Source: an optimization exercise on an open RTL-to-GDS flow (aim: small area). Production flows keep margins and buffers that such runs may drop.
Function was checked by simulation only, so behaviour that the tests miss may differ from the original.
Power is estimated from default activity; no workload was simulated.

north:
// eeg_packet_parser
module eeg_packet_parser #(
  parameter int BAND_COUNT = 8
) (
  input  wire logic                 clk,
  input  wire logic                 rst,
  input  wire logic                 cfg_valid,
  output logic                      cfg_ready,
  input  wire logic [CFG_IDX_W-1:0] cfg_index,
  input  wire logic [7:0]           cfg_data,
  input  wire logic                 push,
  output logic                      full,
  input  wire logic [7:0]           rx_byte,
  input  wire logic                 pop,
  output logic                      empty,
  output logic [3:0]                value_kind,
  output logic signed [24:0]        value_data,
  output logic                      last_value
);
Size: about 800 flip-flops, ~29,000 µm² of cells after synthesis.
make LEC_CHECK=0 CAP_MARGIN=20 CORE_MARGIN=2 CORE_UTILIZATION=70 CTS_BUF_LIST=sky130_fd_sc_hd__clkbuf_16 CTS_CLUSTER_DIAMETER=60 CTS_CLUSTER_SIZE=28 PLACE_DENSITY=0.8 SLEW_MARGIN=20 finish   # period 7.0 ns
run.sh (not shown) runs the stock make flow with config.mk's settings and CLKGATE_MAP_FILE= SYNTH_SCRIPT=/design/flow/synth_recipe.tcl, a recipe that flattens the netlist after the stock synthesis.
north finished every step from synthesis to the final layout, and the layout passed the timing, design-rule and antenna checks.
Edits applied to the flow inputs when going from north to south:
Settings: changing CORE_UTILIZATION from 70 to 60; removing CTS_CLUSTER_SIZE (formerly 28); changing PLACE_DENSITY from 0.8 to 0.7; removing CTS_CLUSTER_DIAMETER (formerly 60); removing CTS_BUF_LIST (formerly sky130_fd_sc_hd__clkbuf_16).
==> flow/flow/run.sh (new file) <==
#!/bin/bash
# Own layout flow: the standard ORFS flow (standard.sh), with a leaner
# clock tree (no dummy loads, larger sink clusters of clkbuf_16) and
# single-drive buffers on the ports. Make's output goes to flow_make.log here;
# each ORFS step keeps its own log under orfs/logs/.
set -euo pipefail
cd "$(dirname "$0")/.."
CTS="-sink_clustering_enable -repair_clock_nets -dont_use_dummy_load"
CTS="$CTS -buf_list sky130_fd_sc_hd__clkbuf_16 -sink_clustering_size 30 -sink_clustering_max_diameter 70"
bash standard.sh "CTS_ARGS=$CTS" "BUFFER_PORTS_ARGS=-buffer_cell sky130_fd_sc_hd__buf_1" finish > flow_make.log 2>&1
==> flow/standard.sh (new file) <==
#!/bin/bash
# synth_recipe.tcl (not shown) runs the flow's synth.tcl, then flattens the netlist and writes it again
# the make line also repeats each setting of config.mk as NAME=value (left out here)
make -C /OpenROAD-flow-scripts/flow DESIGN_CONFIG=/design/flow/config.mk WORK_HOME=/design/flow/orfs CLKGATE_MAP_FILE= SYNTH_SCRIPT=/design/flow/synth_recipe.tcl "${@:-finish}"
removed: flow/run.sh
[summary]
The final worst slack in south was higher than what north gave. south vs north on final non-filler cell area: south is the lower one. Re half-perimeter wire length of the detailed placement result: south and north aren't equal, and the lower value belongs to south.
Changes in east relative to south:
Settings: CTS_CLUSTER_DIAMETER now 70, previously not set; CTS_CLUSTER_SIZE now 30, previously not set; CTS_BUF_LIST now sky130_fd_sc_hd__clkbuf_16, previously not set.
==> flow/run.sh (new file) <==
#!/bin/bash
# synth_recipe.tcl (not shown) runs the flow's synth.tcl, then flattens the netlist and writes it again
# the make line also repeats each setting of config.mk as NAME=value (left out here)
make -C /OpenROAD-flow-scripts/flow DESIGN_CONFIG=/design/flow/config.mk WORK_HOME=/design/flow/orfs CLKGATE_MAP_FILE= SYNTH_SCRIPT=/design/flow/synth_recipe.tcl finish
removed: flow/flow/run.sh
removed: flow/standard.sh
Findings:
Looking at launch point of the worst path, the kind[0]$_SDFFE_PP0P_ result is from south; the kind[2]$_SDFFE_PP0P_ one comes from east. [compare] base=south new=east: minimum clock period went up by 0.54 ns, number of buffers and inverters on the critical path went down by 1. Cell-internal power of east exceeds that of south by a few percent. met2 track demand over resource ends up lower on south. Between east and south, the difference in met1 usage in global routing is negligible. Critical path depth in east is 2 below south. The register share of the cell area of east is lower than that of south. Looking at ratio of final minimum period to clock period across east and south, the one that comes out lower is south.
Setup changes, east to west
Settings: CORE_UTILIZATION: 60 -> 45; CTS_CLUSTER_DIAMETER: 70 -> 60; PLACE_DENSITY: 0.7 -> 0.6; CTS_CLUSTER_SIZE: 30 -> 25.
Notes after the runs:
- west vs east — global-route wire length before repair climbed by a few percent
- Compared to east, west has worst-margin pin slew 0.015 ns higher.
- Comparing west with east, the post-route clock period utilization came out essentially unchanged.
- Max area of placed instances across east and west: west
- Of east and west, west shows the higher total power, with east below it.

---

eeg_packet_parser, a different RTL version from the one above (not shown whole).
Size: about 58 I/O pins, ~0.027 mm^2 of cells after synthesis.
==> flow/config.mk <==
export PLATFORM = sky130hd
export DESIGN_NAME = eeg_packet_parser
export DESIGN_NICKNAME = eeg_packet_parser
export VERILOG_FILES = /design/flow/design.v
export SDC_FILE = /design/flow/constraint.sdc
export NUM_CORES = 4
export LEC_CHECK = 0
export CAP_MARGIN = 20
export CORE_MARGIN = 2
export CORE_UTILIZATION = 60
export PLACE_DENSITY = 0.7
export SLEW_MARGIN = 20
==> flow/constraint.sdc <==
create_clock -name core_clock -period 7.0 [get_ports {clk}]
set_input_delay 1.4000 -clock core_clock [delete_from_list [all_inputs] [get_ports {clk}]]
set_output_delay 1.4000 -clock core_clock [all_outputs]
set_load 0.01 [all_outputs]
standard.sh (not shown) runs the stock make flow with config.mk's settings and CLKGATE_MAP_FILE= SYNTH_SCRIPT=/design/flow/synth_recipe.tcl, a recipe that flattens the netlist after the stock synthesis.
==> flow/flow/run.sh <==
#!/bin/bash
# Own layout flow: the standard ORFS flow (standard.sh, synth_recipe.tcl)
# with three changes to how the layout is made:
#  - logic mapping in synthesis uses flow/abc_map.script, an area-oriented ABC
#    script, in place of ORFS's abc_speed.script (flip-flop mapping, flattening
#    and renaming are unchanged, so the registers are the standard ones);
#  - a leaner clock tree: no dummy loads, larger sink clusters of clkbuf_16;
#  - single-drive buffers on the ports.
# Make's output goes to flow_make.log here; each ORFS step keeps its own log
# under orfs/logs/.
set -euo pipefail
cd "$(dirname "$0")/.."
rm -rf scripts_abc
cp -r "$FLOW_HOME/scripts" scripts_abc
cp flow/abc_map.script scripts_abc/abc_speed.script
CTS="-sink_clustering_enable -repair_clock_nets -dont_use_dummy_load"
CTS="$CTS -buf_list sky130_fd_sc_hd__clkbuf_16 -sink_clustering_size 30 -sink_clustering_max_diameter 70"
bash standard.sh "SCRIPTS_DIR=$PWD/scripts_abc" "CTS_ARGS=$CTS" \
  "BUFFER_PORTS_ARGS=-buffer_cell sky130_fd_sc_hd__buf_1" finish > flow_make.log 2>&1
==> flow/flow/abc_map.script <==
strash
&get -n
&st
&dch -f
&nf -R 1000
&put
topo
stime -c
The baseline passed the timing, design-rule and antenna checks.
Then changed:
==> flow/flow/run.sh (replaced) <==
#!/bin/bash
# Own layout flow: the standard ORFS flow (standard.sh), with a leaner
# clock tree (no dummy loads, larger sink clusters of clkbuf_16) and
# single-drive buffers on the ports. Make's output goes to flow_make.log here;
# each ORFS step keeps its own log under orfs/logs/.
set -euo pipefail
cd "$(dirname "$0")/.."
CTS="-sink_clustering_enable -repair_clock_nets -dont_use_dummy_load"
CTS="$CTS -buf_list sky130_fd_sc_hd__clkbuf_16 -sink_clustering_size 30 -sink_clustering_max_diameter 70"
bash standard.sh "CTS_ARGS=$CTS" "BUFFER_PORTS_ARGS=-buffer_cell sky130_fd_sc_hd__buf_1" finish > flow_make.log 2>&1
removed: flow/flow/abc_map.script
After rerunning: Non-clock buffer count goes down by 14; final area climbs by 1.9%; setup slack degrades by 0.19 ns; first-iteration DRC count falls by 12%.

---

Setup of build 95:
eeg_packet_parser, a different RTL version from the one above (not shown whole).
Size: ~820 flip-flops, ~29000 um2 of cells after synthesis.
export LEC_CHECK = 0
export CAP_MARGIN = 0
export CORE_MARGIN = 2
export CORE_UTILIZATION = 60
export PLACE_DENSITY = 0.7
export SLEW_MARGIN = 0
create_clock -name core_clock -period 7.0 [get_ports {clk}]
==> flow/flow/run.sh <==
#!/bin/bash
# Own layout flow: the standard ORFS flow (standard.sh), with a leaner
# clock tree (no dummy loads, larger sink clusters of clkbuf_16) and
# single-drive buffers on the ports. Make's output goes to flow_make.log here;
# each ORFS step keeps its own log under orfs/logs/.
set -euo pipefail
cd "$(dirname "$0")/.."
CTS="-sink_clustering_enable -repair_clock_nets -dont_use_dummy_load"
CTS="$CTS -buf_list sky130_fd_sc_hd__clkbuf_16 -sink_clustering_size 30 -sink_clustering_max_diameter 70"
bash standard.sh "CTS_ARGS=$CTS" "BUFFER_PORTS_ARGS=-buffer_cell sky130_fd_sc_hd__buf_1" finish > flow_make.log 2>&1
## Diff of input files: build 67 against build 95
Settings: SLEW_MARGIN now 20, was 0; CAP_MARGIN now 20, was 0.
==> notes.md <==
Build 67 did not stop at any stage, and its layout met the timing, design-rule and antenna checks. Against build 95 as the reference, build 67 delivers a lower time the worst path needs with I/O delays and setup. On clock buffer count, build 67 tracks build 95 almost exactly. Build 67 -> build 95: final cell count delta 0, exact match. The share of layout cells above drive strength 1 of build 95 and that of build 67 are within noise of each other. | worst setup slack | higher: build 67 |. The final hold slack was comparable across build 95 and build 67.
#### Input delta (build 93 over build 67)
Settings: an added CTS_CLUSTER_SIZE of 30; an added CTS_BUF_LIST of sky130_fd_sc_hd__clkbuf_16; an added CTS_CLUSTER_DIAMETER of 70.
==> flow/run.sh (new file) <==
#!/bin/bash
# synth_recipe.tcl (not shown) runs the flow's synth.tcl, then flattens the netlist and writes it again
# the make line also repeats each setting of config.mk as NAME=value (left out here)
make -C /OpenROAD-flow-scripts/flow DESIGN_CONFIG=/design/flow/config.mk WORK_HOME=/design/flow/orfs CLKGATE_MAP_FILE= SYNTH_SCRIPT=/design/flow/synth_recipe.tcl finish
removed: flow/flow/run.sh
removed: flow/standard.sh
### Flow results
- Final standard cell area without fillers ends up lower on build 67.
- Compared with build 67, build 93 shows overall power of the completed layout that has gone up by a few percent.
- Of build 93 and build 67, build 67 shows the lower aggregate routed wire length, with build 93 above it.
- [build 93 vs build 67] count of routing violations after the opening detailed-route iteration: lower in build 93
- Comparing number of standard cells in the final layout excluding fillers for build 93 and build 67, the bigger number came from build 93.
- In the reports for build 93 and build 67, the larger hold slack belongs to build 93.
- Between build 93 and build 67, the data arrival time of the critical path is higher for build 93.

---

## wip/tundra
eeg_packet_parser, a different RTL version from the one above (not shown whole).
For scale: roughly 1800 cells after synthesis, about 820 flip-flops, ~58 I/O pins.
==> flow/config.mk <==
export PLATFORM = sky130hd
export DESIGN_NAME = eeg_packet_parser
export DESIGN_NICKNAME = eeg_packet_parser
export VERILOG_FILES = /design/flow/design.v
export SDC_FILE = /design/flow/constraint.sdc
export NUM_CORES = 4
export LEC_CHECK = 0
export CAP_MARGIN = 20
export CORE_MARGIN = 2
export CORE_UTILIZATION = 60
export PLACE_DENSITY = 0.7
export SLEW_MARGIN = 20
==> flow/constraint.sdc <==
create_clock -name core_clock -period 7.0 [get_ports {clk}]
set_input_delay 1.4000 -clock core_clock [delete_from_list [all_inputs] [get_ports {clk}]]
set_output_delay 1.4000 -clock core_clock [all_outputs]
set_load 0.01 [all_outputs]
==> flow/flow/run.sh <==
#!/bin/bash
# Own layout flow: the standard ORFS flow (standard.sh, synth_recipe.tcl)
# with three changes to how the layout is made:
#  - logic mapping in synthesis uses flow/abc_map.script, an area-oriented ABC
#    script, in place of ORFS's abc_speed.script (flip-flop mapping, flattening
#    and renaming are unchanged, so the registers are the standard ones);
#  - a leaner clock tree: no dummy loads, larger sink clusters of clkbuf_16;
#  - single-drive buffers on the ports.
# Make's output goes to flow_make.log here; each ORFS step keeps its own log
# under orfs/logs/.
set -euo pipefail
cd "$(dirname "$0")/.."
rm -rf scripts_abc
cp -r "$FLOW_HOME/scripts" scripts_abc
cp flow/abc_map.script scripts_abc/abc_speed.script
CTS="-sink_clustering_enable -repair_clock_nets -dont_use_dummy_load"
CTS="$CTS -buf_list sky130_fd_sc_hd__clkbuf_16 -sink_clustering_size 33 -sink_clustering_max_diameter 80"
bash standard.sh "SCRIPTS_DIR=$PWD/scripts_abc" "CTS_ARGS=$CTS" \
  "BUFFER_PORTS_ARGS=-buffer_cell sky130_fd_sc_hd__buf_1" finish > flow_make.log 2>&1
==> flow/flow/abc_map.script <==
strash
dc2
&get -n
&st
&dch -f
&nf -R 1000
&put
topo
stime -c
wip/tundra: full flow OK, the timing, design-rule and antenna checks passed
--- input diff wip/tundra..wip/umber ---
--- a/flow/flow/run.sh
+++ b/flow/flow/run.sh
@@ -15,5 +15,5 @@
 cp flow/abc_map.script scripts_abc/abc_speed.script
 CTS="-sink_clustering_enable -repair_clock_nets -dont_use_dummy_load"
-CTS="$CTS -buf_list sky130_fd_sc_hd__clkbuf_16 -sink_clustering_size 33 -sink_clustering_max_diameter 80"
+CTS="$CTS -buf_list sky130_fd_sc_hd__clkbuf_16 -sink_clustering_size 30 -sink_clustering_max_diameter 70"
 bash standard.sh "SCRIPTS_DIR=$PWD/scripts_abc" "CTS_ARGS=$CTS" \
   "BUFFER_PORTS_ARGS=-buffer_cell sky130_fd_sc_hd__buf_1" finish > flow_make.log 2>&1
--- outcome ---
Having completed the whole flow, wip/umber delivered a layout that passed the timing, design-rule and antenna checks. First-iteration DRC count: wip/umber lower than wip/tundra. Measured against each other, wip/umber and wip/tundra differ in total routing usage reported by global routing, the higher figure coming from wip/umber. Clock share of power sits higher in wip/umber than in wip/tundra. Cell count across wip/umber and wip/tundra: no real change. Against wip/tundra, wip/umber comes in about 1.4% higher on total power of the final layout.
diff inputs: wip/umber => wip/maple
# wip/umber
export LEC_CHECK = 0
export CAP_MARGIN = 20
export CORE_MARGIN = 2
export CORE_UTILIZATION = 60
export PLACE_DENSITY = 0.7
export SLEW_MARGIN = 20
create_clock -name core_clock -period 7.0 [get_ports {clk}]
# wip/maple
export LEC_CHECK = 0
export CAP_MARGIN = 20
export CORE_MARGIN = 2
export CORE_UTILIZATION = 70
export PLACE_DENSITY = 0.8
export SLEW_MARGIN = 20
create_clock -name core_clock -period 7.0 [get_ports {clk}]
==> notes.md <==
Summary of wip/maple over wip/umber: portion of total power attributed to combinational logic picked up an extra 0.3 points; gate count after technology mapping ~0 delta.
On static power due to leakage, wip/maple and wip/umber are basically level.
Status: sequential cell count parity (wip/maple, wip/umber)
Post-synthesis area per instance came out exactly the same in wip/maple and wip/umber.
wip/maple: flow completed, timing, DRC and antenna clean
Compared to wip/umber, wip/maple has number of cells on the critical path 1 higher.
Number of buffers between clock root and the deepest sink of wip/umber is on par with wip/maple.
| final design area excluding fillers | lower: wip/maple |
Of wip/maple and wip/umber, wip/umber shows the lower worst setup slack before clock tree synthesis, with wip/maple above it.
Any difference in setup slack between wip/maple and wip/umber is small enough to ignore.

---

Another version of the RTL of eeg_packet_parser (not shown whole).
For scale: roughly 1800 cells after synthesis, about 820 flip-flops, ~27000 sq um of cells after synthesis.
==> flow/config.mk <==
export PLATFORM = sky130hd
export DESIGN_NAME = eeg_packet_parser
export DESIGN_NICKNAME = eeg_packet_parser
export VERILOG_FILES = /design/flow/design.v
export SDC_FILE = /design/flow/constraint.sdc
export NUM_CORES = 4
export LEC_CHECK = 0
export CAP_MARGIN = 20
export CORE_MARGIN = 2
export CORE_UTILIZATION = 70
export GPL_ROUTABILITY_DRIVEN = 0
export GPL_TIMING_DRIVEN = 0
export PLACE_DENSITY = 0.8
export SLEW_MARGIN = 20
==> flow/constraint.sdc <==
create_clock -name core_clock -period 7.0 [get_ports {clk}]
set_input_delay 1.4000 -clock core_clock [delete_from_list [all_inputs] [get_ports {clk}]]
set_output_delay 1.4000 -clock core_clock [all_outputs]
set_load 0.01 [all_outputs]
==> flow/flow/run.sh <==
#!/bin/bash
# Own layout flow: the standard ORFS flow (standard.sh, synth_recipe.tcl)
# with three changes to how the layout is made:
#  - logic mapping in synthesis uses flow/abc_map.script, an area-oriented ABC
#    script, in place of ORFS's abc_speed.script (flip-flop mapping, flattening
#    and renaming are unchanged, so the registers are the standard ones);
#  - a leaner clock tree: no dummy loads, sink clusters of up to 18 flip-flops on clkbuf_8;
#  - single-drive buffers on the ports.
# Make's output goes to flow_make.log here; each ORFS step keeps its own log
# under orfs/logs/.
set -euo pipefail
cd "$(dirname "$0")/.."
rm -rf scripts_abc
cp -r "$FLOW_HOME/scripts" scripts_abc
cp flow/abc_map.script scripts_abc/abc_speed.script
CTS="-sink_clustering_enable -repair_clock_nets -dont_use_dummy_load"
CTS="$CTS -buf_list sky130_fd_sc_hd__clkbuf_8 -sink_clustering_size 18 -sink_clustering_max_diameter 50"
bash standard.sh "SCRIPTS_DIR=$PWD/scripts_abc" "CTS_ARGS=$CTS" \
  "BUFFER_PORTS_ARGS=-buffer_cell sky130_fd_sc_hd__buf_1" finish > flow_make.log 2>&1
Scripts as last shown in full above: flow/flow/abc_map.script
Rerun with:
- CORE_UTILIZATION: 70 -> 75
- GPL_ROUTABILITY_DRIVEN: 0 -> unset
- GPL_TIMING_DRIVEN: 0 -> unset
- PLACE_DENSITY: 0.8 -> 0.85
Result: The changed run finished with timing, DRC and antenna clean. Total power came out lower by 0.87%. Design area goes down by 3.0%. Utilization came out higher by 2.6 points. Maximum frequency climbs by 0.56%. Cell count came out lower by 2.5%. Wire length fell by 3.4%. Global-route usage goes up by 0.81 points. Non-clock buffer count fell by 12. Flip-flop and latch count stays the same.
Rerun with:
--- a/flow/flow/run.sh
+++ b/flow/flow/run.sh
@@ -5,5 +5,5 @@
 #    script, in place of ORFS's abc_speed.script (flip-flop mapping, flattening
 #    and renaming are unchanged, so the registers are the standard ones);
-#  - a leaner clock tree: no dummy loads, sink clusters of up to 18 flip-flops on clkbuf_8;
+#  - a leaner clock tree: no dummy loads, larger sink clusters of clkbuf_16;
 #  - single-drive buffers on the ports.
 # Make's output goes to flow_make.log here; each ORFS step keeps its own log
@@ -15,5 +15,5 @@
 cp flow/abc_map.script scripts_abc/abc_speed.script
 CTS="-sink_clustering_enable -repair_clock_nets -dont_use_dummy_load"
-CTS="$CTS -buf_list sky130_fd_sc_hd__clkbuf_8 -sink_clustering_size 18 -sink_clustering_max_diameter 50"
+CTS="$CTS -buf_list sky130_fd_sc_hd__clkbuf_16 -sink_clustering_size 30 -sink_clustering_max_diameter 70"
 bash standard.sh "SCRIPTS_DIR=$PWD/scripts_abc" "CTS_ARGS=$CTS" \
   "BUFFER_PORTS_ARGS=-buffer_cell sky130_fd_sc_hd__buf_1" finish > flow_make.log 2>&1
- CORE_UTILIZATION: 75 -> 70
- PLACE_DENSITY: 0.85 -> 0.8
- core utilization falls by 4.3 points
- routed wire length falls by 1.6%
- non-clock buffer count rises by 5
- worst setup slack improved by 160 ps
- design area rises by 0.77%
- via count falls by 1.9%
Rerun with:
--- a/flow/flow/run.sh
+++ b/flow/flow/run.sh
@@ -15,5 +15,5 @@
 cp flow/abc_map.script scripts_abc/abc_speed.script
 CTS="-sink_clustering_enable -repair_clock_nets -dont_use_dummy_load"
-CTS="$CTS -buf_list sky130_fd_sc_hd__clkbuf_16 -sink_clustering_size 30 -sink_clustering_max_diameter 70"
+CTS="$CTS -buf_list sky130_fd_sc_hd__clkbuf_8 -sink_clustering_size 18 -sink_clustering_max_diameter 50"
 bash standard.sh "SCRIPTS_DIR=$PWD/scripts_abc" "CTS_ARGS=$CTS" \
   "BUFFER_PORTS_ARGS=-buffer_cell sky130_fd_sc_hd__buf_1" finish > flow_make.log 2>&1
=> Fmax drops by 1.1%; design area is about the same; wire length barely changes; area after synthesis is unchanged; clock skew goes up by 29 ps.

## re-timing with driven ports
How much do the figures lean on ideal ports? The routed layouts below were timed once more, with nothing changed but the port constraints. Step 1: set_driving_cell puts a clkbuf_16 on clk and a buf_2 on each other input, an assumption about the parent block. Step 2 also shifts input and output timing later by t, the mid clock arrival at the registers, as if the neighbouring blocks saw the same clock. a / b / c = ideal / step 1 / step 2; a / b = the first two.
run	t, ns	setup slack, ns	worst setup path after step 2	cell pins on the clock port's net
north	0.631	1.573 / 1.518 / 1.674	input to register	1
south	0.629	1.977 / 1.923 / 1.793	input to register	1
east	0.649	1.438 / 1.379 / 1.700	input to register	1
west	0.666	1.434 / 1.370 / 1.692	input to register	1
the first run of note 2	0.629	0.493 / 0.434 / 1.063	register to output	1
the second run of note 2	0.622	0.303 / 0.246 / 0.868	register to output	1
build 95	0.640	0.416 / 0.355 / 0.995	register to output	1
build 67	0.640	0.425 / 0.363 / 1.003	register to output	1
build 93	0.646	0.289 / 0.230 / 0.876	register to output	1
wip/tundra	0.630	0.297 / 0.236 / 0.866	register to output	1
wip/umber	0.631	0.287 / 0.225 / 0.856	register to output	1
wip/maple	0.619	0.286 / 0.228 / 0.847	register to output	1
the first run of note 5	0.724	0.090 / 0.037 / 0.761	register to output	1
the second run of note 5	0.723	0.128 / 0.075 / 0.798	register to output	1
the third run of note 5	0.619	0.286 / 0.228 / 0.847	register to output	1
the fourth run of note 5	0.719	0.215 / 0.161 / 0.880	register to output	1
After both steps setup and hold are still met in every run listed. For south, which loses most, drivers alone change the setup slack by -0.054 ns; drivers and shift together by -0.184 ns.
